This is an optimization exercise on Yosys and OpenROAD, whose aim is a short achievable clock period and few clock cycles, not a production implementation. The RTL was checked by simulation tests, not by an equivalence proof against the original design. Power figures rest on the tool's default switching activity, not on a simulated workload.

$ cat flow/flow/run.sh
#!/bin/bash
set -euo pipefail
M=SETUP_SLACK_MARGIN=8.3
bash standard.sh $M place > flow_place.log 2>&1
RES=orfs/results/${FLOW_PLATFORM}/mips_core/base
openroad -no_init -exit -threads ${NUM_CORES:-4} flow/move_out_flops.tcl > flow_move.log 2>&1
bash standard.sh $M finish > flow_finish.log 2>&1
$ cat flow/flow/move_out_flops.tcl
# Move each output port's driving flip-flop next to the port's buffer, then
# legalise. Reads and rewrites the placed design (3_place.odb).
set res "orfs/results/$::env(FLOW_PLATFORM)/mips_core/base"
read_db $res/3_place.odb
set block [ord::get_db_block]

proc driver_of {net} {
  foreach it [$net getITerms] {
    if {[$it isOutputSignal]} { return $it }
  }
  return ""
}

set moved 0
foreach bterm [$block getBTerms] {
  if {[$bterm getIoType] ne "OUTPUT"} { continue }
  set net [$bterm getNet]
  if {$net eq "NULL"} { continue }
  set drv [driver_of $net]
  if {$drv eq ""} { continue }
  set buf [$drv getInst]
  set loc [$buf getLocation]
  set inst $buf
  # walk back through buffers to the flip-flop
  for {set k 0} {$k < 4} {incr k} {
    set in_net ""
    foreach it [$inst getITerms] {
      if {[$it isInputSignal]} { set in_net [$it getNet] }
    }
    if {$in_net eq "" || $in_net eq "NULL"} { break }
    set d [driver_of $in_net]
    if {$d eq ""} { break }
    set inst [$d getInst]
    set m [[$inst getMaster] getName]
    if {[string match "*df*" $m]} {
      # only when the flop drives nothing else
      if {[llength [$in_net getITerms]] == 2} {
        $inst setLocation [lindex $loc 0] [lindex $loc 1]
        $inst setPlacementStatus PLACED
        incr moved
      }
      break
    }
    if {![string match "*buf*" $m]} { break }
  }
}
puts "moved $moved flip-flops"
if {[info exists ::env(CELL_PAD_IN_SITES_DETAIL_PLACEMENT)]} {
  set_placement_padding -global -left $::env(CELL_PAD_IN_SITES_DETAIL_PLACEMENT) -right $::env(CELL_PAD_IN_SITES_DETAIL_PLACEMENT)
}
detailed_placement
check_placement -verbose
write_db $res/3_place.odb
$ cat flow/standard.sh
#!/bin/bash
# synth_recipe.tcl (not shown) runs the flow's synth.tcl, then flattens the netlist and writes it again
# the make line also repeats each setting of config.mk as NAME=value (left out here)
make -C /OpenROAD-flow-scripts/flow DESIGN_CONFIG=/design/flow/config.mk WORK_HOME=/design/flow/orfs CLKGATE_MAP_FILE= SYNTH_SCRIPT=/design/flow/synth_recipe.tcl "${@:-finish}"
$ cat flow/config.mk
export PLATFORM = sky130hd
export DESIGN_NAME = mips_core
export DESIGN_NICKNAME = mips_core
export VERILOG_FILES = /design/flow/design.v
export SDC_FILE = /design/flow/constraint.sdc
export NUM_CORES = 4
export LEC_CHECK = 0
export ABC_CLOCK_PERIOD_IN_PS = 4000
export CAP_MARGIN = 20
export CORE_MARGIN = 2
export CORE_UTILIZATION = 55
export SLEW_MARGIN = 20
$ cat flow/constraint.sdc
create_clock -name core_clock -period 12.0 [get_ports {clk}]
set_input_delay 2.4000 -clock core_clock [delete_from_list [all_inputs] [get_ports {clk}]]
set_output_delay 2.4000 -clock core_clock [all_outputs]
set_load 0.01 [all_outputs]
$ cat flow/design.v
package mips_pkg;
    typedef logic [32-1:0] word_t;
    typedef logic [8-1:0] pc_t;
    typedef logic [4:0] reg_addr_t;
    typedef logic [15:0] imm_t;
    typedef enum logic [5:0] {
        OP_RTYPE = 6'b000000,
        OP_J     = 6'b000010,
        OP_BEQ   = 6'b000100,
        OP_BNE   = 6'b000101,
        OP_ADDI  = 6'b001000,
        OP_SLTI  = 6'b001010,
        OP_ANDI  = 6'b001100,
        OP_ORI   = 6'b001101,
        OP_LUI   = 6'b001111,
        OP_LW    = 6'b100011,
        OP_SW    = 6'b101011
    } opcode_e;
    typedef enum logic [5:0] {
        FN_ADD = 6'b100000,
        FN_SUB = 6'b100010,
        FN_AND = 6'b100100,
        FN_OR  = 6'b100101,
        FN_NOR = 6'b100111,
        FN_SLT = 6'b101010
    } funct_e;
    typedef enum logic [2:0] {
        ALU_ADD, ALU_SUB, ALU_AND, ALU_OR, ALU_NOR, ALU_SLT, ALU_LUI
    } alu_op_e;
    typedef enum logic {
        FETCH_IDLE, FETCH_BUSY
    } fetch_state_e;
endpackage
`timescale 1ns/1ns
module mips_core (
    input  logic                                clk,
    input  logic                                reset,
    input  logic                                run,
    input  logic                                imem_we,
    input  logic [$clog2(64)-1:0] imem_addr,
    input  mips_pkg::word_t                     imem_wdata,
    output logic                                retire,
    output mips_pkg::pc_t                       retire_pc,
    output logic                                wb_en,
    output mips_pkg::reg_addr_t                 wb_reg,
    output mips_pkg::word_t                     wb_data,
    output logic                                overflow,
    output logic                                store_en,
    output mips_pkg::word_t                     store_addr,
    output mips_pkg::word_t                     store_data
);
    logic        reset_q, we_q;
    logic [5:0]  wa_q;
    logic [31:0] wd_q;
    always_ff @(posedge clk)
    begin
        reset_q <= reset;
        we_q    <= imem_we;
        wa_q    <= imem_addr;
        wd_q    <= imem_wdata;
    end
    logic [31:0] imem   [64];
    logic [5:0]  pd_tgt [64];    
    logic        pd_red [64];    
    logic        flip   [64];    
    logic [5:0]  w_op;
    logic        w_j, w_br, w_same, w_red;
    logic [5:0]  w_tgt;
    assign w_op   = wd_q[31:26];
    assign w_j    = (w_op == 6'h02);
    assign w_br   = (w_op == 6'h04) || (w_op == 6'h05);
    assign w_same = (wd_q[25:21] == wd_q[20:16]);
    assign w_tgt  = w_j ? wd_q[5:0] : (wa_q + 6'd1 + wd_q[5:0]);
    assign w_red  = w_j || (w_br && (w_same ? !w_op[0] : (wd_q[15] || w_op[0])));
    always_ff @(posedge clk)
    begin
        if (we_q)
        begin
            imem[wa_q]   <= wd_q;
            pd_tgt[wa_q] <= w_tgt;
            pd_red[wa_q] <= w_red;
        end
    end
    logic [5:0]  pc_f;
    logic        v_d, pred_d;
    logic [31:0] ins_d;
    logic [5:0]  pc_d, alt_d;
    logic        v_e;
    logic [5:0]  pc_e, alt_e;
    logic [31:0] a_e, bx_e, t_e;
    logic        fa_e, fb_e, ft_e;
    logic        s_00, s_10, s_01a, s_01s, s_11a;    
    logic [31:0] fwn_q;                              
    logic        c_at, c_aw, c_wt, c_ww;             
    logic        mpe_e, mpn_e;
    logic        rw_e, ld_e, st_e, beq_e, bne_e, ovf_e, sub_e;
    logic        m_sum, m_ld, m_and, m_or, m_nor, m_slt, m_b;
    logic [31:0] fw_q;
    logic [4:0]  wreg_q;
    logic [4:0]  dst_e;
    logic [5:0]  ea_e;
    logic [31:0] ains_e;
    logic        ared_e;
    logic [5:0]  anext_e, aalt_e;
    logic        aok_e;      
    localparam logic [2:0] SEL_SUM = 3'd0, SEL_AND = 3'd1, SEL_OR = 3'd2, SEL_NOR = 3'd3,
                           SEL_SLT = 3'd4, SEL_B = 3'd5;
    logic        mispredict, issue, fetch_ok, ld_haz;
    logic [31:0] ins_f;
    logic [5:0]  tgt_f, pc_f1, next_f, alt_f;
    logic        red_f;
    assign ins_f  = imem[pc_f];
    assign tgt_f  = pd_tgt[pc_f];
    assign red_f  = pd_red[pc_f] ^ flip[pc_f];
    assign pc_f1  = pc_f + 6'd1;
    assign next_f = red_f ? tgt_f : pc_f1;
    assign alt_f  = red_f ? pc_f1 : tgt_f;
    logic        z_hit;
    logic [5:0]  z_next, z_alt;
    assign z_hit  = (we_q && wa_q == 6'd0) || (imem_we && imem_addr == 6'd0);
    assign z_next = pd_red[0] ? pd_tgt[0] : 6'd1;
    assign z_alt  = pd_red[0] ? 6'd1 : pd_tgt[0];
    assign issue    = v_d && run && !ld_haz;
    logic whit;
    assign whit     = we_q && (wa_q == pc_f);    
    assign fetch_ok = !whit && (!v_d || issue);
    always_ff @(posedge clk)
    begin
        if (reset)
            pc_f <= z_hit ? 6'd0 : z_next;
        else if (mispredict)
            pc_f <= aok_e ? anext_e : alt_e;
        else if (fetch_ok)
            pc_f <= next_f;
    end
    always_ff @(posedge clk)
    begin
        if (reset)
            v_d <= !z_hit;
        else if (mispredict)
            v_d <= aok_e;
        else if (fetch_ok)
            v_d <= 1'b1;
        else if (issue)
            v_d <= 1'b0;
    end
    always_ff @(posedge clk)
    begin
        if (reset)
        begin
            ins_d  <= imem[0];
            pc_d   <= 6'd0;
            alt_d  <= z_alt;
            pred_d <= pd_red[0];
        end
        else if (mispredict)
        begin
            ins_d  <= ains_e;
            pc_d   <= alt_e;
            alt_d  <= aalt_e;
            pred_d <= ared_e;
        end
        else if (fetch_ok)
        begin
            ins_d  <= ins_f;
            pc_d   <= pc_f;
            alt_d  <= alt_f;
            pred_d <= red_f;
        end
    end
    logic [31:0] rf [1:31];
    logic [5:0]  op, fn;
    logic [4:0]  rs, rt, rd;
    logic [15:0] imm;
    logic [31:0] rs_v, rt_v, rs_rf, rt_rf, imm_v;
    logic        d_rw, d_ld, d_st, d_beq, d_bne, d_ovf, d_sub, d_imm, d_ze, d_lui;
    logic [2:0]  d_sel;
    logic [4:0]  d_dst;
    logic [7:0]  ea_d;
    assign op  = ins_d[31:26];
    assign fn  = ins_d[5:0];
    assign rs  = ins_d[25:21];
    assign rt  = ins_d[20:16];
    assign rd  = ins_d[15:11];
    assign imm = ins_d[15:0];
    always_comb
    begin
        d_sel = SEL_SUM;
        {d_rw, d_ld, d_st, d_beq, d_bne, d_ovf, d_sub, d_imm, d_ze, d_lui} = '0;
        d_dst = rt;
        case (op)
            6'h00:
            begin
                d_dst = rd;
                d_rw  = 1'b1;
                case (fn)
                    6'h20: d_ovf = 1'b1;
                    6'h22: {d_ovf, d_sub} = 2'b11;
                    6'h24: d_sel = SEL_AND;
                    6'h25: d_sel = SEL_OR;
                    6'h27: d_sel = SEL_NOR;
                    6'h2a: begin d_sel = SEL_SLT; d_sub = 1'b1; end
                    default: d_rw = 1'b0;
                endcase
            end
            6'h08: {d_imm, d_rw, d_ovf} = 3'b111;
            6'h0a: begin d_sel = SEL_SLT; {d_imm, d_rw, d_sub} = 3'b111; end
            6'h0c: begin d_sel = SEL_AND; {d_imm, d_rw, d_ze} = 3'b111; end
            6'h0d: begin d_sel = SEL_OR; {d_imm, d_rw, d_ze} = 3'b111; end
            6'h0f: begin d_sel = SEL_B; {d_imm, d_rw, d_lui} = 3'b111; end
            6'h23: {d_imm, d_rw, d_ld} = 3'b111;
            6'h2b: {d_imm, d_st} = 2'b11;
            6'h04: d_beq = 1'b1;
            6'h05: d_bne = 1'b1;
            default: ;
        endcase
        if (d_dst == 5'd0)
            d_rw = 1'b0;
    end
    assign imm_v = d_lui ? {imm, 16'b0} : d_ze ? {16'b0, imm} : {{16{imm[15]}}, imm};
    assign rs_rf = (rs == 5'd0 || reset_q) ? '0 : rf[rs];
    assign rt_rf = (rt == 5'd0 || reset_q) ? '0 : rf[rt];
    assign rs_v  = (wreg_q != 5'd0 && wreg_q == rs) ? fw_q : rs_rf;
    assign rt_v  = (wreg_q != 5'd0 && wreg_q == rt) ? fw_q : rt_rf;
    logic        base_ex;
    logic [7:0]  lo_a, lo_bx, lo_bl, lo_log, ea_sum;
    assign base_ex = v_e && rw_e && (dst_e == rs);
    assign ld_haz  = (d_ld || d_st) && base_ex && (m_slt || m_ld);
    assign lo_a    = fa_e ? fw_q[7:0] : a_e[7:0];
    assign lo_bx   = fb_e ? (sub_e ? fwn_q[7:0] : fw_q[7:0]) : bx_e[7:0];
    assign lo_bl   = fb_e ? fw_q[7:0] : bx_e[7:0];
    assign lo_log  = ({8{m_and}} & (lo_a & lo_bl)) | ({8{m_or}} & (lo_a | lo_bl))
                   | ({8{m_nor}} & ~(lo_a | lo_bl)) | ({8{m_b}} & lo_bl);
    assign ea_sum  = lo_a + lo_bx + imm[7:0] + {7'b0, sub_e};
    assign ea_d    = !base_ex ? rs_v[7:0] + imm[7:0] : m_sum ? ea_sum : lo_log + imm[7:0];
    logic [5:0] a_tgt, a_1;
    logic       a_red;
    assign a_tgt = pd_tgt[alt_d];
    assign a_red = pd_red[alt_d] ^ flip[alt_d];
    assign a_1   = alt_d + 6'd1;
    always_ff @(posedge clk)
    begin
        if (reset || mispredict)
            {v_e, mpe_e, mpn_e} <= 3'b000;
        else
        begin
            v_e   <= issue;
            mpe_e <= issue && (d_beq ? !pred_d : (d_bne && pred_d));
            mpn_e <= issue && (d_beq ? pred_d : (d_bne && !pred_d));
        end
    end
    logic f_a, f_b, f_t;
    assign f_a = v_e && rw_e && (dst_e == rs);
    assign f_b = v_e && rw_e && (dst_e == rt) && !d_imm;
    assign f_t = v_e && rw_e && (dst_e == rt);
    always_ff @(posedge clk)
    begin
        pc_e    <= pc_d;
        alt_e   <= alt_d;
        a_e     <= rs_v;
        bx_e    <= d_sub ? ~(d_imm ? imm_v : rt_v) : (d_imm ? imm_v : rt_v);
        t_e     <= rt_v;
        fa_e    <= f_a;
        fb_e    <= f_b;
        ft_e    <= f_t;
        s_00    <= !f_a && !f_b;
        s_10    <= f_a && !f_b;
        s_01a   <= !f_a && f_b && !d_sub;
        s_01s   <= !f_a && f_b && d_sub;
        s_11a   <= f_a && f_b && !d_sub;     
        c_at    <= (d_beq || d_bne) && !f_a && !f_t;
        c_aw    <= (d_beq || d_bne) && f_a && !f_t;
        c_wt    <= (d_beq || d_bne) && !f_a && f_t;
        c_ww    <= (d_beq || d_bne) && f_a && f_t;
        {rw_e, ld_e, st_e, beq_e, bne_e, ovf_e, sub_e} <=
            {d_rw, d_ld, d_st, d_beq, d_bne, d_ovf, d_sub};
        m_sum   <= (d_sel == SEL_SUM) && !d_ld;
        m_ld    <= d_ld;
        m_and   <= (d_sel == SEL_AND);
        m_or    <= (d_sel == SEL_OR);
        m_nor   <= (d_sel == SEL_NOR);
        m_slt   <= (d_sel == SEL_SLT);
        m_b     <= (d_sel == SEL_B);
        dst_e   <= d_dst;
        ea_e    <= ea_d[7:2];
        ains_e  <= imem[alt_d];
        ared_e  <= a_red;
        anext_e <= a_red ? a_tgt : a_1;
        aalt_e  <= a_red ? a_1 : a_tgt;
        aok_e   <= !(we_q && wa_q == alt_d);
    end
    logic [31:0] dmem [64];
    logic [31:0] a, bl, t, sum, res, ld_v;
    logic [31:0] sum_00, sum_10, sum_01a, sum_01s, sum_11a;
    logic        bx31;
    logic        slt, eq, ovf;
    assign sum_00  = a_e + bx_e + {31'b0, sub_e};
    assign sum_10  = fw_q + bx_e + {31'b0, sub_e};
    assign sum_01a = a_e + fw_q;
    assign sum_01s = a_e + fwn_q + 32'd1;
    assign sum_11a = {fw_q[30:0], 1'b0};
    assign sum    = ({32{s_00}} & sum_00) | ({32{s_10}} & sum_10) | ({32{s_01a}} & sum_01a)
                  | ({32{s_01s}} & sum_01s) | ({32{s_11a}} & sum_11a);
    assign a    = fa_e ? fw_q : a_e;
    assign bl   = fb_e ? fw_q : bx_e;        
    assign bx31 = fb_e ? (sub_e ? fwn_q[31] : fw_q[31]) : bx_e[31];
    assign t    = ft_e ? fw_q : t_e;
    assign ovf  = (a[31] == bx31) && (sum[31] != a[31]);
    assign slt  = (a[31] == bx31) ? a[31] : sum[31];
    assign ld_v = dmem[ea_e];
    logic eq_at, eq_wt, eq_aw;
    assign eq_at = (a_e == t_e);
    assign eq_aw = (fw_q == t_e);
    assign eq_wt = (a_e == fw_q);
    assign eq    = (c_at & eq_at) | (c_aw & eq_aw) | (c_wt & eq_wt) | c_ww;
    assign mispredict = eq ? mpe_e : mpn_e;
    assign res = ({32{m_sum}} & sum) | ({32{m_ld}} & ld_v) | ({32{m_and}} & (a & bl))
               | ({32{m_or}} & (a | bl)) | ({32{m_nor}} & ~(a | bl))
               | {31'b0, m_slt & slt} | ({32{m_b}} & bl);
    logic       mp_q;
    logic [5:0] mp_pc_q;
    always_ff @(posedge clk)
    begin
        mp_q    <= mispredict && !reset;
        mp_pc_q <= pc_e;
    end
    always_ff @(posedge clk)
    begin
        if (reset_q)
        begin
            for (int i = 0; i < 64; i++)
                flip[i] <= 1'b0;
        end
        else if (mp_q)
            flip[mp_pc_q] <= !flip[mp_pc_q];
    end
    always_ff @(posedge clk)
    begin
        if (v_e && st_e)
            dmem[ea_e] <= t;
    end
    logic        r1_retire, r1_wb_en, r1_overflow, r1_store_en;
    logic [7:0]  r1_retire_pc;
    logic [4:0]  r1_wb_reg;
    logic [31:0] r1_wb_data, r1_store_addr, r1_store_data;
    always_ff @(posedge clk)
    begin
        if (reset)
        begin
            {r1_retire, r1_wb_en, r1_overflow, r1_store_en} <= 4'b0000;
            {retire, wb_en, overflow, store_en} <= 4'b0000;
        end
        else
        begin
            r1_retire   <= v_e;
            r1_wb_en    <= v_e && rw_e;
            r1_overflow <= v_e && ovf_e && ovf;
            r1_store_en <= v_e && st_e;
            {retire, wb_en, overflow, store_en} <= {r1_retire, r1_wb_en, r1_overflow, r1_store_en};
        end
    end
    always_ff @(posedge clk)
    begin
        r1_retire_pc  <= {pc_e, 2'b00};
        r1_wb_reg     <= dst_e;
        r1_wb_data    <= res;
        r1_store_addr <= sum;
        r1_store_data <= t;
        retire_pc     <= r1_retire_pc;
        wb_reg        <= r1_wb_reg;
        wb_data       <= r1_wb_data;
        store_addr    <= r1_store_addr;
        store_data    <= r1_store_data;
    end
    always_ff @(posedge clk)
    begin
        if (reset)
            wreg_q <= 5'd0;
        else
            wreg_q <= (v_e && rw_e) ? dst_e : 5'd0;
    end
    always_ff @(posedge clk)
    begin
        if (v_e && rw_e)
        begin
            fw_q  <= res;
            fwn_q <= ~res;
        end
    end
    always_ff @(posedge clk)
    begin
        if (reset_q)
        begin
            for (int i = 1; i < 32; i++)
                rf[i] <= '0;
        end
        else if (wreg_q != 5'd0)
            rf[wreg_q] <= fw_q;
    end
endmodule
==> run summary, run 1 <==
- Status: complete, no violations
- Maximum VDD drop: 223 uV
- Reg power frac: 35.4%
- Crit. path cell count: 1
- Slowest stage delay, CP: 320 ps
- Filler Cell Count: 34.3k
- Pins Over Slew Limit: 0
- Antenna violations before repair: 73
- Final Skew: 81.4 ps
- Yosys top cell area share: 62.7%
- Worst Setup SP: retire
- CP top delay family: flip-flops
- Final Core Density: 63.9%
- Routed wl met3: 107000 um
- Sw frac: 34.3%
- Post-synth EDFFs: 5742
- Fmax achieved: 251 MHz
- # IOs: 155
- Slowest CP cell: dfxtp_2
- Vias in the first global route: 164k
- Drt drc: 0
- Final period utilization: 33.2%
- GPL Wtd Cong: 0.915
- Antenna-violating nets left: 0
- Design Area, Final: 318000 um2
- Ys Warns: 1
- Sum of negative setup slack: 0 ps
- Required time worst endpoint: 9600 ps
- WL met1: 354000 um
- Leading area contributor after synthesis: edfxtp_1
- Main synth FF type: edfxtp_1
- Critical Path AT: 1580 ps
- Die area: 506000 um2
- Post-CTS Hold Buffers: 0
- Hold slack: 313 ps
- FFs w/ async S/R, synth: 0%
- Die width: 711 um
- Setup crit start kind: flip-flop
- Sink Count: 6229
- Synthesized area: 275000 um2
- Most frequent cells after synthesis: edfxtp_1, mux4_2, and2_1, clkbuf_1, a22oi_1
- Vias per inst: 7.27
- Clock Path Buffers: 4
- Post-synthesis register bit count: 6229
- Clock root buffer: clkbuf_16
- Post-synthesis sequential area ratio: 66.3%
- Critical path peak fanout: 1
- Gate power share: 37.8%
- Reg2reg setup slack: 8160 ps
- Critical path, cell by cell: buf_6
- Vias: 167k
- RSZ-0062 raised after global routing: yes
- PortBufs: 152
- Core area: 498000 um2
- Slew @ Worst Pin: 1230 ps
- Total Wirelength: 980000 um
- WL per Instance: 42.7 um
- FF-to-FF Start: fw_q[2]
- Syn Area/Cell: 18.3 um2
- Reg-to-Reg End: fw_q[27]
- Post-layout min period: 3980 ps
- Initial Util: 55.2%
- Hold Violations, Final: 0
- Clock network power share: 26.8%
- Pin count of the biggest net entering global routing: 128
- Hold depth: 0
- Detailed-routed wire length on met2: 459000 um
- Gr ovfl total: 0
- H-tree level count: 6
- Initial DRC Count: 25.7k
- Sw Pwr: 26.1 mW
- Placed insts: 21.2k
- DRT Pass-1 Iters: 14
- Worst-Skew Late Latency: 1160 ps
- Area contributors post-synth: edfxtp_1, mux4_2, dfxtp_1
- WP buf/inv: 1
- Share of layout cells above drive strength 1: 32.2%
- Non-filler cells, final: 22.9k
- Setup Viol. Count Final: 0
- Chip height: 711 um
- NumNets Final: 15.8k
- Post-DP HPWL: 533000 um
- Relative slew slack: 18.0%
- Pleak: 104 nW
- Worst setup EP type: primary output
- CTS Buf Count: 654
- First-pass GRT wire length: 1340000 um
- Reg clk slew, reported paths: 60 ps
- Worst Setup EP: retire
- Most common cell in the netlist: edfxtp_1
- DP Area: 286000 um2
- Highest Signal Layer: met5
- Largest regs: dmem (2048), imem (2048), rf (1024)
- Synth unique cells: 89
- CTS tree: yes
- Worst Hold Class: flip-flop to flip-flop
- Synthesis-to-layout area growth: 15.7%
- Maximum capacitance violations: 0
- # rows: 259
- Post-Synthesis Cells: 15.0k
- Length in cells of the worst reg-to-reg path: 14
- Pwr/cell area: 239 nW/um2
- Setup Crit Path Kind: flip-flop to primary output
- Total GRT Usage: 38.2%
- Internal Power: 50.0 mW
==> per-stage QoR <==
| stage | power (mW) | worst slack [ps] |
|---|---|---|
| 4_1_cts | 75.1 | 7950 |
| 3_5_place_dp | 52.4 | 5890 |
| 2_1_floorplan | 43.5 | 7880 |
| 3_3_place_gp | 52.2 | 5920 |
| 5_1_grt | 78.0 | 7980 |
| 6_report | 76.0 | 8020 |
==> repair_timing <==
| item | 4_1_cts | 5_1_grt |
|---|---|---|
| setup endpoints to repair | 2147 | 401 |
| resized for setup | 1132 | 373 |
| pin swaps | 123 | 115 |
| setup buffers | 231 | 92 |
| gates cloned | 76 | 12 |
==> cell type report <==
class | instances | area (um2) | share of cell area, %
Clock buffer | 878 | 17800 | 5.59
Timing Repair Buffer | 1126 | 13200 | 4.15
Inverter | 71 | 307 | 0.0964
Tap cell | 6655 | 8330 | 2.62
Clock inverter | 337 | 3880 | 1.22
Timing Repair inverter | 3 | 22.5 | 0.00708
Antenna cell | 95 | 238 | 0.0747
Sequential cell | 6229 | 182000 | 57.4
Multi-Input combinational cell | 7534 | 91900 | 28.9
==> power groups by stage <==
stage	Sequential [mW]	Combinational (mW)	Clock, mW
2_1_floorplan	26.3	17.2	0
3_3_place_gp	27.4	24.8	0
3_5_place_dp	27.5	24.9	0
4_1_cts	26.8	27.8	20.5
5_1_grt	26.9	29.7	21.4
6_report	26.9	28.7	20.4
==> kinds of logic after synthesis <==
family	synth area share, %
buf+inv	1.87
mux	20.2
xor+xnor	0.860
compound gates	5.81
other cells	0.00136
simple gates	4.22
fa+ha+maj	0.771
flops	66.3
==> per-layer routing <==
| layer | global-route usage [%] | up-vias |
|---|---|---|
| met3 | 7.88 | 2357 |
| met1 | 51.6 | 88500 |
| li1 | - | 64000 |
| met2 | 59.8 | 11800 |
| met4 | 19.1 | 32 |
| met5 | 0 | - |
==> cells in the final DEF (no fill, tap or decap), types with 109 or more instances in the layout <==
| cell | n |
|---|---|
| a21oi_1 | 208 |
| a221oi_1 | 208 |
| a22o_1 | 221 |
| a22oi_1 | 601 |
| a31oi_1 | 202 |
| and2_1 | 911 |
| buf_4 | 651 |
| buf_6 | 158 |
| clkbuf_1 | 170 |
| clkbuf_16 | 670 |
| clkinv_2 | 110 |
| dfxtp_1 | 318 |
| dfxtp_2 | 129 |
| edfxtp_1 | 5742 |
| ha_1 | 109 |
| mux2_2 | 130 |
| mux2i_1 | 173 |
| mux4_2 | 2304 |
| nand2_1 | 354 |
| nor2_1 | 210 |
| nor2_4 | 130 |
| nor3_1 | 130 |
| o21ai_0 | 210 |
| xnor2_1 | 143 |
| xor2_1 | 113 |
==> how the worst min path moves through the flow <==
stage,to,start
floorplan,mp_pc_q[0],pc_e[0]
global placement,store_data[26],r1_store_data[26]
detailed placement,store_data[9],r1_store_data[9]
CTS,mp_pc_q[1],pc_e[1]
global route,mp_pc_q[1],pc_e[1]
finish,mp_pc_q[1],pc_e[1]
Testbench counts, summed over its fixed seeds: cycles 11,601.
==> run 2, diff against run 1 <==
==> flow/flow/run.sh (replaced) <==
#!/bin/bash
set -euo pipefail
M=SETUP_SLACK_MARGIN=8.6
bash standard.sh $M place > flow_place.log 2>&1
RES=orfs/results/${FLOW_PLATFORM}/mips_core/base
openroad -no_init -exit -threads ${NUM_CORES:-4} flow/move_out_flops.tcl > flow_move.log 2>&1
bash standard.sh $M finish > flow_finish.log 2>&1
==> run summary, run 2 <==
- Critical path peak fanout: 1
- Post-synth EDFFs: 5742
- Post-Synthesis Cells: 15.0k
- Final Skew: 119 ps
- Fmax achieved: 251 MHz
- Post-synthesis register bit count: 6229
- Pins Over Slew Limit: 0
- Place WS: 6180 ps
- CTS Buf Count: 659
- Total GRT Usage: 38.7%
- Core area: 498000 um2
- Synth unique cells: 89
- Chip height: 711 um
- Pleak: 106 nW
- Gr ovfl total: 0
- Vias per inst: 7.27
- RSZ-0062 raised after global routing: yes
- Multi-input gate area: 93700 um2
- Setup Viol. Count Final: 0
- Most frequent cells after synthesis: edfxtp_1, mux4_2, and2_1, clkbuf_1, a22oi_1
- Share of layout cells above drive strength 1: 34.1%
- Pwr/cell area: 240 nW/um2
- Status: complete, no violations
- PortBufs: 152
- Post-CTS Hold Buffers: 0
- Maximum capacitance violations: 0
- Syn Area/Cell: 18.3 um2
- Leading area contributor after synthesis: edfxtp_1
- Non-filler cells, final: 23.1k
- Total Wirelength: 992000 um
- Die area: 506000 um2
- Post-synthesis sequential area ratio: 66.3%
- Maximum VDD drop: 205 uV
- Area contributors post-synth: edfxtp_1, mux4_2, dfxtp_1
- Clock Path Buffers: 4
- GPL Wtd Cong: 0.933
- Relative slew slack: 19.4%
- Initial DRC Count: 25.3k
- Post-layout min period: 3990 ps
- NumNets Final: 16.0k
- H-tree level count: 6
- Placed insts: 21.2k
- WP buf/inv: 1
- FFs w/ async S/R, synth: 0%
- Ys Warns: 1
- Vias: 168k
- CP top delay family: flip-flops
- Most common cell in the netlist: edfxtp_1
- Worst Hold Class: flip-flop to flip-flop
- DP Area: 287000 um2
- Post-DP HPWL: 526000 um
- Drt drc: 0
- Design Area, Final: 323000 um2
- Die width: 711 um
- Reg clk slew, reported paths: 60 ps
- Critical path, cell by cell: buf_2
- Hold Violations, Final: 0
- Worst setup EP type: primary output
- Sink Count: 6229
- Synthesized area: 275000 um2
- # IOs: 155
- Most frequent cells in the layout: edfxtp_1, mux4_2, and2_1, clkbuf_16, buf_4
- Slowest CP cell: dfxtp_1
- Synthesis-to-layout area growth: 17.4%
- # rows: 259
- Final period utilization: 33.2%
- Post-route setup slack: 8010 ps
- WL per Instance: 42.9 um
- Commonest non-fill, non-tap cell in the layout: edfxtp_1
- Setup Crit Path Kind: flip-flop to primary output
- CTS tree: yes
- Filler Cell Count: 33.9k
- Largest regs: dmem (2048), imem (2048), rf (1024)
- Slowest stage delay, CP: 310 ps
- Required time worst endpoint: 9600 ps
- Setup crit start kind: flip-flop
- DRT Pass-1 Iters: 8
- Critical Path AT: 1590 ps
- Worst-Skew Late Latency: 1150 ps
- First-pass GRT wire length: 1350000 um
- Clock root buffer: clkbuf_16
- Main synth FF type: edfxtp_1
- Yosys top cell area share: 62.7%
- Sum of negative setup slack: 0 ps
- FF+latch area: 182000 um2
- Vias in the first global route: 165k
- Initial Util: 55.2%
- Slew @ Worst Pin: 1210 ps
- Pin count of the biggest net entering global routing: 91
- Antenna violations before repair: 75
- Antenna-violating nets left: 0
==> run 2: cell count changes in the layout (fill, tap and decap cells not counted), sizes merged <==
cell	before	now
inv	84	87
clkinvlp	14	17
buf	1011	1174
bufinv	44	35
diode	95	91
clkinv	269	244
and3b	4	3
xnor2	151	152
clkbuf	889	916
dlygate4sd2	0	1
nor2	373	374
bufbuf	64	76
dlymetal6s2s	1	0
==> run 2: layer usage <==
metal	track usage, %	part of all wire (%)
met1	50.9	35
met2	61.5	47
met3	7.88	11
met4	20.8	6.5
met5	0	0.016
==> run 2: final cells by class <==
type                            count  area share [%]
Sequential cell                  6229            56.5
Multi-Input combinational cell   7535            29.0
Clock buffer                      907            5.62
Timing Repair Buffer             1299            5.10
Tap cell                         6655            2.58
Clock inverter                    307           0.989
Inverter                           71          0.0988
Antenna cell                       91          0.0705
Timing Repair inverter              5          0.0190
==> run 2: cells by family after synthesis <==
group	Yosys count	synth area share [%]
flops	6229	66.3
other cells	1	0.00136
buf+inv	1306	1.87
fa+ha+maj	161	0.771
simple gates	2172	4.22
xor+xnor	269	0.860
mux	2655	20.2
compound gates	2241	5.81
==> run 2: through the flow <==
step                      total power [mW]  util, %  hold slack [ps]
after floorplan                       43.6        -              310
after global placement                52.2     57.6              310
after detailed placement              52.4     57.6              312
after CTS                             76.6     64.3              317
after global routing                  79.6     64.9              326
final                                 77.6     64.9              308
==> run 2: where the power goes <==
group / internal [mW] / total (mW) / switching (mW)
combinational: 14.2 / 30.6 / 16.5
clock: 11.4 / 20.2 / 8.80
sequential: 25.4 / 26.8 / 1.42
==> run 2: path summary, 6_finish.rpt <==
check | from | to | slack (ps) | depth (start not counted)
max | wb_data[6] | wb_data[6] | 8010 | 1
min | r1_wb_reg[0] | wb_reg[0] | 310 | 0
max reg2reg | fw_q[0] | fwn_q[28] | 8160 | 16
min reg2reg | r1_wb_reg[0] | wb_reg[0] | 310 | 0
==> run 2: timing repair <==
item	CTS	global route
pin swaps	244	177
cloned	116	10
resized for setup	1633	378
setup endpoints to repair	4026	843
setup buffers	364	106
==> run 3, diff against run 2 <==
--- a/flow/design.v
+++ b/flow/design.v
@@ -32,6 +32,54 @@
     } fetch_state_e;
 endpackage
 `timescale 1ns/1ns
+module mips_decode (
+    input  logic [31:0] ins,
+    output logic        d_rw,        
+    output logic        d_ld, d_st, d_beq, d_bne, d_ovf, d_sub, d_imm,
+    output logic [2:0]  d_sel,       
+    output logic [4:0]  d_dst,
+    output logic [31:0] imm_v        
+);
+    logic [5:0] op, fn;
+    logic       d_ze, d_lui, rw;
+    assign op = ins[31:26];
+    assign fn = ins[5:0];
+    always_comb
+    begin
+        d_sel = 3'd0;
+        {rw, d_ld, d_st, d_beq, d_bne, d_ovf, d_sub, d_imm, d_ze, d_lui} = '0;
+        d_dst = ins[20:16];
+        case (op)
+            6'h00:
+            begin
+                d_dst = ins[15:11];
+                rw    = 1'b1;
+                case (fn)
+                    6'h20: d_ovf = 1'b1;
+                    6'h22: {d_ovf, d_sub} = 2'b11;
+                    6'h24: d_sel = 3'd1;
+                    6'h25: d_sel = 3'd2;
+                    6'h27: d_sel = 3'd3;
+                    6'h2a: begin d_sel = 3'd4; d_sub = 1'b1; end
+                    default: rw = 1'b0;
+                endcase
+            end
+            6'h08: {d_imm, rw, d_ovf} = 3'b111;
+            6'h0a: begin d_sel = 3'd4; {d_imm, rw, d_sub} = 3'b111; end
+            6'h0c: begin d_sel = 3'd1; {d_imm, rw, d_ze} = 3'b111; end
+            6'h0d: begin d_sel = 3'd2; {d_imm, rw, d_ze} = 3'b111; end
+            6'h0f: begin d_sel = 3'd5; {d_imm, rw, d_lui} = 3'b111; end
+            6'h23: {d_imm, rw, d_ld} = 3'b111;
+            6'h2b: {d_imm, d_st} = 2'b11;
+            6'h04: d_beq = 1'b1;
+            6'h05: d_bne = 1'b1;
+            default: ;
+        endcase
+    end
+    assign d_rw  = rw && (d_dst != 5'd0);
+    assign imm_v = d_lui ? {ins[15:0], 16'b0} : d_ze ? {16'b0, ins[15:0]} : {{16{ins[15]}}, ins[15:0]};
+endmodule
+`timescale 1ns/1ns
 module mips_core (
     input  logic                                clk,
     input  logic                                reset,
@@ -115,11 +163,20 @@
     assign pc_f1  = pc_f + 6'd1;
     assign next_f = red_f ? tgt_f : pc_f1;
     assign alt_f  = red_f ? pc_f1 : tgt_f;
-    logic        z_hit;
-    logic [5:0]  z_next, z_alt;
-    assign z_hit  = (we_q && wa_q == 6'd0) || (imem_we && imem_addr == 6'd0);
+    logic        z_ok, n_ok, n_red;
+    logic [5:0]  z_next, z_alt, n_tgt, n_1;
+    assign z_ok   = !((we_q && wa_q == 6'd0) || (imem_we && imem_addr == 6'd0));
     assign z_next = pd_red[0] ? pd_tgt[0] : 6'd1;
     assign z_alt  = pd_red[0] ? 6'd1 : pd_tgt[0];
+    assign n_ok   = !((we_q && wa_q == z_next) || (imem_we && imem_addr == z_next));
+    assign n_red  = pd_red[z_next];
+    assign n_tgt  = pd_tgt[z_next];
+    assign n_1    = z_next + 6'd1;
+    logic p_e, commit_ok, unprime;
+    always_ff @(posedge clk)
+        p_e <= reset;
+    assign commit_ok = !reset && (!p_e || run);
+    assign unprime   = p_e && !run;      
     assign issue    = v_d && run && !ld_haz;
     logic whit;
     assign whit     = we_q && (wa_q == pc_f);    
@@ -127,7 +184,9 @@
     always_ff @(posedge clk)
     begin
         if (reset)
-            pc_f <= z_hit ? 6'd0 : z_next;
+            pc_f <= !z_ok ? 6'd0 : !n_ok ? z_next : n_red ? n_tgt : n_1;
+        else if (unprime)
+            pc_f <= 6'd0;
         else if (mispredict)
             pc_f <= aok_e ? anext_e : alt_e;
         else if (fetch_ok)
@@ -136,7 +195,9 @@
     always_ff @(posedge clk)
     begin
         if (reset)
-            v_d <= !z_hit;
+            v_d <= z_ok && n_ok;
+        else if (unprime)
+            v_d <= 1'b0;
         else if (mispredict)
             v_d <= aok_e;
         else if (fetch_ok)
@@ -148,10 +209,10 @@
     begin
         if (reset)
         begin
-            ins_d  <= imem[0];
-            pc_d   <= 6'd0;
-            alt_d  <= z_alt;
-            pred_d <= pd_red[0];
+            ins_d  <= imem[z_next];
+            pc_d   <= z_next;
+            alt_d  <= n_red ? n_1 : n_tgt;
+            pred_d <= n_red;
         end
         else if (mispredict)
         begin
@@ -173,7 +234,7 @@
     logic [4:0]  rs, rt, rd;
     logic [15:0] imm;
     logic [31:0] rs_v, rt_v, rs_rf, rt_rf, imm_v;
-    logic        d_rw, d_ld, d_st, d_beq, d_bne, d_ovf, d_sub, d_imm, d_ze, d_lui;
+    logic        d_rw, d_ld, d_st, d_beq, d_bne, d_ovf, d_sub, d_imm;
     logic [2:0]  d_sel;
     logic [4:0]  d_dst;
     logic [7:0]  ea_d;
@@ -183,41 +244,10 @@
     assign rt  = ins_d[20:16];
     assign rd  = ins_d[15:11];
     assign imm = ins_d[15:0];
-    always_comb
-    begin
-        d_sel = SEL_SUM;
-        {d_rw, d_ld, d_st, d_beq, d_bne, d_ovf, d_sub, d_imm, d_ze, d_lui} = '0;
-        d_dst = rt;
-        case (op)
-            6'h00:
-            begin
-                d_dst = rd;
-                d_rw  = 1'b1;
-                case (fn)
-                    6'h20: d_ovf = 1'b1;
-                    6'h22: {d_ovf, d_sub} = 2'b11;
-                    6'h24: d_sel = SEL_AND;
-                    6'h25: d_sel = SEL_OR;
-                    6'h27: d_sel = SEL_NOR;
-                    6'h2a: begin d_sel = SEL_SLT; d_sub = 1'b1; end
-                    default: d_rw = 1'b0;
-                endcase
-            end
-            6'h08: {d_imm, d_rw, d_ovf} = 3'b111;
-            6'h0a: begin d_sel = SEL_SLT; {d_imm, d_rw, d_sub} = 3'b111; end
-            6'h0c: begin d_sel = SEL_AND; {d_imm, d_rw, d_ze} = 3'b111; end
-            6'h0d: begin d_sel = SEL_OR; {d_imm, d_rw, d_ze} = 3'b111; end
-            6'h0f: begin d_sel = SEL_B; {d_imm, d_rw, d_lui} = 3'b111; end
-            6'h23: {d_imm, d_rw, d_ld} = 3'b111;
-            6'h2b: {d_imm, d_st} = 2'b11;
-            6'h04: d_beq = 1'b1;
-            6'h05: d_bne = 1'b1;
-            default: ;
-        endcase
-        if (d_dst == 5'd0)
-            d_rw = 1'b0;
-    end
-    assign imm_v = d_lui ? {imm, 16'b0} : d_ze ? {16'b0, imm} : {{16{imm[15]}}, imm};
+    mips_decode dec_i (
+        .ins(ins_d), .d_rw, .d_ld, .d_st, .d_beq, .d_bne, .d_ovf, .d_sub, .d_imm,
+        .d_sel, .d_dst, .imm_v
+    );
     assign rs_rf = (rs == 5'd0 || reset_q) ? '0 : rf[rs];
     assign rt_rf = (rt == 5'd0 || reset_q) ? '0 : rf[rt];
     assign rs_v  = (wreg_q != 5'd0 && wreg_q == rs) ? fw_q : rs_rf;
@@ -240,7 +270,13 @@
     assign a_1   = alt_d + 6'd1;
     always_ff @(posedge clk)
     begin
-        if (reset || mispredict)
+        if (reset)
+        begin
+            v_e   <= z_ok;
+            mpe_e <= z_ok && (p_beq ? !pd_red[0] : (p_bne && pd_red[0]));
+            mpn_e <= z_ok && (p_beq ? pd_red[0] : (p_bne && !pd_red[0]));
+        end
+        else if (mispredict)
             {v_e, mpe_e, mpn_e} <= 3'b000;
         else
         begin
@@ -253,7 +289,46 @@
     assign f_a = v_e && rw_e && (dst_e == rs);
     assign f_b = v_e && rw_e && (dst_e == rt) && !d_imm;
     assign f_t = v_e && rw_e && (dst_e == rt);
-    always_ff @(posedge clk)
+    logic        p_rw, p_ld, p_st, p_beq, p_bne, p_ovf, p_sub, p_imm;
+    logic [2:0]  p_sel;
+    logic [4:0]  p_dst;
+    logic [31:0] p_immv, p_b;
+    mips_decode dec0_i (
+        .ins(imem[0]), .d_rw(p_rw), .d_ld(p_ld), .d_st(p_st), .d_beq(p_beq), .d_bne(p_bne),
+        .d_ovf(p_ovf), .d_sub(p_sub), .d_imm(p_imm), .d_sel(p_sel), .d_dst(p_dst), .imm_v(p_immv)
+    );
+    assign p_b = p_imm ? p_immv : 32'd0;
+    always_ff @(posedge clk)
+    if (reset)
+    begin
+        pc_e    <= 6'd0;
+        alt_e   <= z_alt;
+        a_e     <= '0;
+        bx_e    <= p_sub ? ~p_b : p_b;
+        t_e     <= '0;
+        fa_e    <= 1'b0;
+        fb_e    <= 1'b0;
+        ft_e    <= 1'b0;
+        {s_00, s_10, s_01a, s_01s, s_11a} <= 5'b10000;
+        c_at    <= p_beq || p_bne;
+        {c_aw, c_wt, c_ww} <= 3'b000;
+        {rw_e, ld_e, st_e, beq_e, bne_e, ovf_e, sub_e} <=
+            {p_rw, p_ld, p_st, p_beq, p_bne, p_ovf, p_sub};
+        m_sum   <= (p_sel == SEL_SUM) && !p_ld;
+        m_ld    <= p_ld;
+        m_and   <= (p_sel == SEL_AND);
+        m_or    <= (p_sel == SEL_OR);
+        m_nor   <= (p_sel == SEL_NOR);
+        m_slt   <= (p_sel == SEL_SLT);
+        m_b     <= (p_sel == SEL_B);
+        dst_e   <= p_dst;
+        ains_e  <= imem[z_alt];
+        ared_e  <= pd_red[z_alt];
+        anext_e <= pd_red[z_alt] ? pd_tgt[z_alt] : z_alt + 6'd1;
+        aalt_e  <= pd_red[z_alt] ? z_alt + 6'd1 : pd_tgt[z_alt];
+        aok_e   <= !((we_q && wa_q == z_alt) || (imem_we && imem_addr == z_alt));
+    end
+    else
     begin
         pc_e    <= pc_d;
         alt_e   <= alt_d;
@@ -282,13 +357,14 @@
         m_slt   <= (d_sel == SEL_SLT);
         m_b     <= (d_sel == SEL_B);
         dst_e   <= d_dst;
-        ea_e    <= ea_d[7:2];
         ains_e  <= imem[alt_d];
         ared_e  <= a_red;
         anext_e <= a_red ? a_tgt : a_1;
         aalt_e  <= a_red ? a_1 : a_tgt;
         aok_e   <= !(we_q && wa_q == alt_d);
     end
+    always_ff @(posedge clk)
+        ea_e <= ea_d[7:2];
     logic [31:0] dmem [64];
     logic [31:0] a, bl, t, sum, res, ld_v;
     logic [31:0] sum_00, sum_10, sum_01a, sum_01s, sum_11a;
@@ -307,13 +383,15 @@
     assign t    = ft_e ? fw_q : t_e;
     assign ovf  = (a[31] == bx31) && (sum[31] != a[31]);
     assign slt  = (a[31] == bx31) ? a[31] : sum[31];
-    assign ld_v = dmem[ea_e];
+    logic [5:0] ea_x;
+    assign ea_x = p_e ? imem[0][7:2] : ea_e;
+    assign ld_v = dmem[ea_x];
     logic eq_at, eq_wt, eq_aw;
     assign eq_at = (a_e == t_e);
     assign eq_aw = (fw_q == t_e);
     assign eq_wt = (a_e == fw_q);
     assign eq    = (c_at & eq_at) | (c_aw & eq_aw) | (c_wt & eq_wt) | c_ww;
-    assign mispredict = eq ? mpe_e : mpn_e;
+    assign mispredict = (eq ? mpe_e : mpn_e) && (!p_e || run);
     assign res = ({32{m_sum}} & sum) | ({32{m_ld}} & ld_v) | ({32{m_and}} & (a & bl))
                | ({32{m_or}} & (a | bl)) | ({32{m_nor}} & ~(a | bl))
                | {31'b0, m_slt & slt} | ({32{m_b}} & bl);
@@ -336,8 +414,8 @@
     end
     always_ff @(posedge clk)
     begin
-        if (v_e && st_e)
-            dmem[ea_e] <= t;
+        if (v_e && st_e && commit_ok)
+            dmem[ea_x] <= t;
     end
     logic        r1_retire, r1_wb_en, r1_overflow, r1_store_en;
     logic [7:0]  r1_retire_pc;
@@ -352,10 +430,10 @@
         end
         else
         begin
-            r1_retire   <= v_e;
-            r1_wb_en    <= v_e && rw_e;
-            r1_overflow <= v_e && ovf_e && ovf;
-            r1_store_en <= v_e && st_e;
+            r1_retire   <= v_e && commit_ok;
+            r1_wb_en    <= v_e && commit_ok && rw_e;
+            r1_overflow <= v_e && commit_ok && ovf_e && ovf;
+            r1_store_en <= v_e && commit_ok && st_e;
             {retire, wb_en, overflow, store_en} <= {r1_retire, r1_wb_en, r1_overflow, r1_store_en};
         end
     end
@@ -377,15 +455,12 @@
         if (reset)
             wreg_q <= 5'd0;
         else
-            wreg_q <= (v_e && rw_e) ? dst_e : 5'd0;
+            wreg_q <= (v_e && commit_ok && rw_e) ? dst_e : 5'd0;
     end
     always_ff @(posedge clk)
     begin
-        if (v_e && rw_e)
-        begin
-            fw_q  <= res;
-            fwn_q <= ~res;
-        end
+        fw_q  <= res;
+        fwn_q <= ~res;
     end
     always_ff @(posedge clk)
     begin
==> run summary, run 3 <==
- Status: complete, no violations
- XOR/XNOR Fraction of Synth Area: 0.782%
- Most common cell in the netlist: edfxtp_1
- NumNets Final: 21.9k
- Post-CTS Hold Buffers: 0
- Vias: 245k
- Setup crit start kind: flip-flop
- Die width: 762 um
- Post-synthesis register bit count: 6197
- Leading area contributor after synthesis: edfxtp_1
- Gr ovfl total: 0
- Clock root buffer: clkbuf_16
- Sum of negative setup slack: 0 ps
- Maximum capacitance violations: 0
- Sw frac: 36.8%
- Main synth FF type: edfxtp_1
- Filler Cell Count: 37.7k
- Post-DP HPWL: 734000 um
- Most frequent cells after synthesis: edfxtp_1, mux4_2, clkbuf_1, o22ai_1, and2_1
- Area share of fa/ha/maj cells after synthesis: 0.679%
- Synth unique cells: 96
- Yosys top cell area share: 54.0%
- Placed insts: 26.9k
- Commonest non-fill, non-tap cell in the layout: edfxtp_1
- Length in cells of the worst reg-to-reg path: 17
- Post-Synthesis Cells: 20.3k
- Hold Startpoint: r1_store_data[23]
- Core area: 573000 um2
- Post-synth EDFFs: 5684
- Fmax achieved: 246 MHz
- Hold Violations, Final: 0
- Vias in the first global route: 223k
- GPL Wtd Cong: 0.953
- Die area: 581000 um2
- DRT Pass-1 Iters: 11
- Final Skew: 141 ps
- CTS Buf Count: 669
- Hold Path Sink: store_data[23]
- Post-layout min period: 4060 ps
- CTS tree: yes
- Pin count of the biggest net entering global routing: 133
- Final Total Pwr: 84.5 mW
- Reg power frac: 31.6%
- Drt drc: 0
- WL per Instance: 50.1 um
- Total Wirelength: 1500000 um
- Compound-gate portion of the synthesized area: 8.94%
- Pins Over Slew Limit: 0
- Critical Path AT: 5100 ps
- H-tree level count: 6
- Pleak: 130 nW
- Clock network power share: 24.7%
- Pwr/cell area: 218 nW/um2
- Area contributors post-synth: edfxtp_1, mux4_2, dfxtp_1
- Required time worst endpoint: 13040 ps
- Reg-to-Reg End: ea_e[5]
- Largest family of logic cells by synthesized area: multiplexers
- Share of layout cells above drive strength 1: 37.4%
- Non-filler cells, final: 30.0k
- Reg2reg setup slack: 7940 ps
- Final Core Density: 67.7%
- Reg clk slew, reported paths: 60 ps
- Hold depth: 0
- # rows: 278
- # IOs: 155
- Maximum VDD drop: 203 uV
- Initial Util: 55.2%
- Internal Power: 53.4 mW
- Multi-input gate area: 137000 um2
- Synthesis-to-layout area growth: 22.8%
- Final period utilization: 33.8%
- Gate power share: 43.7%
- Ys Warns: 2
- First-pass GRT wire length: 1950000 um
- Antenna violations before repair: 130
- Initial DRC Count: 49.9k
- Mux cell area share after synthesis: 23.9%
- Vias per inst: 8.18
- Setup Crit Path Kind: flip-flop to flip-flop
- Most frequent cells in the layout: edfxtp_1, mux4_2, buf_4, and2_1, o22ai_1
- Relative slew slack: 9.27%
- Worst-Skew Late Latency: 1210 ps
- Synthesized area: 316000 um2
- Total GRT Usage: 49.3%
- Hold slack: 326 ps
- FFs w/ async S/R, synth: 0%
- Chip height: 762 um
- Worst Hold Class: flip-flop to flip-flop
- Setup Viol. Count Final: 0
- RSZ-0062 raised after global routing: yes
- Worst setup EP type: flip-flop
- Slew @ Worst Pin: 1360 ps
- Post-Synth Simple-Gate Area: 5.75%
- Sw Pwr: 31.1 mW
- PortBufs: 152
- Post-synthesis sequential area ratio: 57.3%
- Largest regs: dmem (2048), imem (2048), rf (1024)
- Sink Count: 6197
- FF+latch area: 181000 um2
- Syn Area/Cell: 15.5 um2
- Clock Path Buffers: 4
- Critical path peak fanout: 5
- Antenna-violating nets left: 0
-- run 3: changes by cell type after synthesis, sizes merged, moves of 166 or more --
| cell | before | now |
|---|---|---|
| a22oi | 603 | 64 |
| o21ai | 320 | 835 |
| nor2 | 373 | 811 |
| a21oi | 239 | 808 |
| mux4 | 2304 | 3052 |
| o221ai | 13 | 243 |
| nand2 | 365 | 949 |
| a22o | 223 | 9 |
| clkbuf | 890 | 1146 |
| mux2i | 209 | 456 |
| o22ai | 14 | 1047 |
| buf | 345 | 760 |
| a311oi | 7 | 173 |
-- run 3: stage by stage --
| step | worst slack, ps | instance area (um2) |
|---|---|---|
| 6_report | 7940 | 388000 |
| 5_1_grt | 7980 | 388000 |
| 4_1_cts | 7930 | 377000 |
| 3_5_place_dp | 5800 | 328000 |
| 3_3_place_gp | 5770 | 327000 |
| 2_1_floorplan | 6860 | 317000 |
-- run 3: power groups by stage --
stage	sequential [mW]	combinational (mW)	clock, mW
detailed placement	27.7	26.6	0
global route	26.7	37.0	21.5
finish	26.7	36.9	20.8
global placement	27.6	26.5	0
floorplan	26.2	18.2	0
CTS	26.6	33.4	20.7
-- run 3: worst max-delay path by stage --
stage	start	end	slack, ps	cells past startpoint
global placement	reset_q	fwn_q[1]	5770	11
CTS	store_data[9]	store_data[9]	7930	1
global route	store_data[26]	store_data[26]	7980	1
floorplan	reset	dmem[9][0]	6860	9
detailed placement	reset_q	fwn_q[5]	5800	12
finish	flip-flop	ea_e[5]	7940	17
-- run 3: logic make-up after synthesis --
logic type | after synthesis
DFF | 6197
and+or+nand+nor | 3657
AOI/OAI and AO/OA | 4315
muxes | 3698
adders and majority gates | 163
buffers and inverters | 2006
xor gates and xnor gates | 282
other | 1
-- run 3: area by class of cell --
type                    instances  share of cell area, %
diodes                        135                 0.0871
clock inverters               363                  0.890
multi-input cells           12200                   35.3
clock buffers                 858                   4.67
well taps                    7560                   2.44
inverters                     100                  0.138
repair inverters               10                 0.0261
repair buffers               2566                   9.63
flip-flops and latches       6197                   46.8
-- run 3: routing by layer --
metal / vias to the layer above / wire length [um] / GRT usage (%)
li1: 87700 / - / -
met1: 123000 / 465000 / 60.9
met2: 26800 / 616000 / 68.3
met3: 7689 / 260000 / 21.4
met4: 86 / 159000 / 38.1
met5: - / 1850 / 0.967
-- run 3: what timing repair did --
| action | in CTS | in global routing |
|---|---|---|
| endpoints found under the setup margin | 3593 | 1721 |
| pin swaps | 412 | 471 |
| setup buffers | 898 | 435 |
| gates resized for setup | 2632 | 1087 |
| gates cloned | 330 | 92 |
-- run 3: worst max-delay path, cell delays in order, from the launching register on --
cell,delay [ps]
dfxtp_4,470
buf_12,160
buf_16,130
mux4_2,490
mux4_2,590
mux2i_4,270
o21ai_4,110
ha_4,300
nand3_4,90
a2111oi_4,220
nand4_1,190
buf_4,210
nand3_4,80
a31oi_4,100
inv_2,80
a21oi_2,60
xnor2_2,140
mux2i_1,240
Testbench counts of run 3, summed over its fixed seeds: cycles 11,505.

-- re-timing with driven ports --
The flow's constraints put no driver on any port. The routed layouts listed below were extracted and timed again, unchanged, in two steps. Step 1 (the two cells are an assumption about what drives the block):
set clk [get_ports {clk}]
set_driving_cell -lib_cell sky130_fd_sc_hd__clkbuf_16 $clk
set_driving_cell -lib_cell sky130_fd_sc_hd__buf_2 [delete_from_list [all_inputs] $clk]
Step 2 adds t to the input delays and takes it off the output delays; t is the mean of the earliest and latest rising clock arrival at the registers after step 1. Input paths then give back, and output paths get back, about the clock's delay inside the block. Three values: ideal, step 1, step 2; two values: the first two.
| run | t, ns | slack for setup (ns) | clock arrival spread, ns | worst data-port slew with drivers (ns) | cell pins on the clock port's net |
|---|---|---|---|---|---|
| run 1 | 1.263 | 8.020 / 7.875 / 7.029 | 0.084 / 0.084 | 0.17 | 1 |
| run 2 | 1.219 | 8.014 / 7.889 / 7.359 | 0.121 / 0.122 | 0.16 | 1 |
| run 3 | 1.296 | 7.938 / 7.821 / 7.099 | 0.142 / 0.142 | 0.38 | 1 |
After both steps setup and hold are still met in every run listed. The setup slack of run 1, which loses most, moves by -0.145 ns with the drivers and by -0.991 ns with both steps.
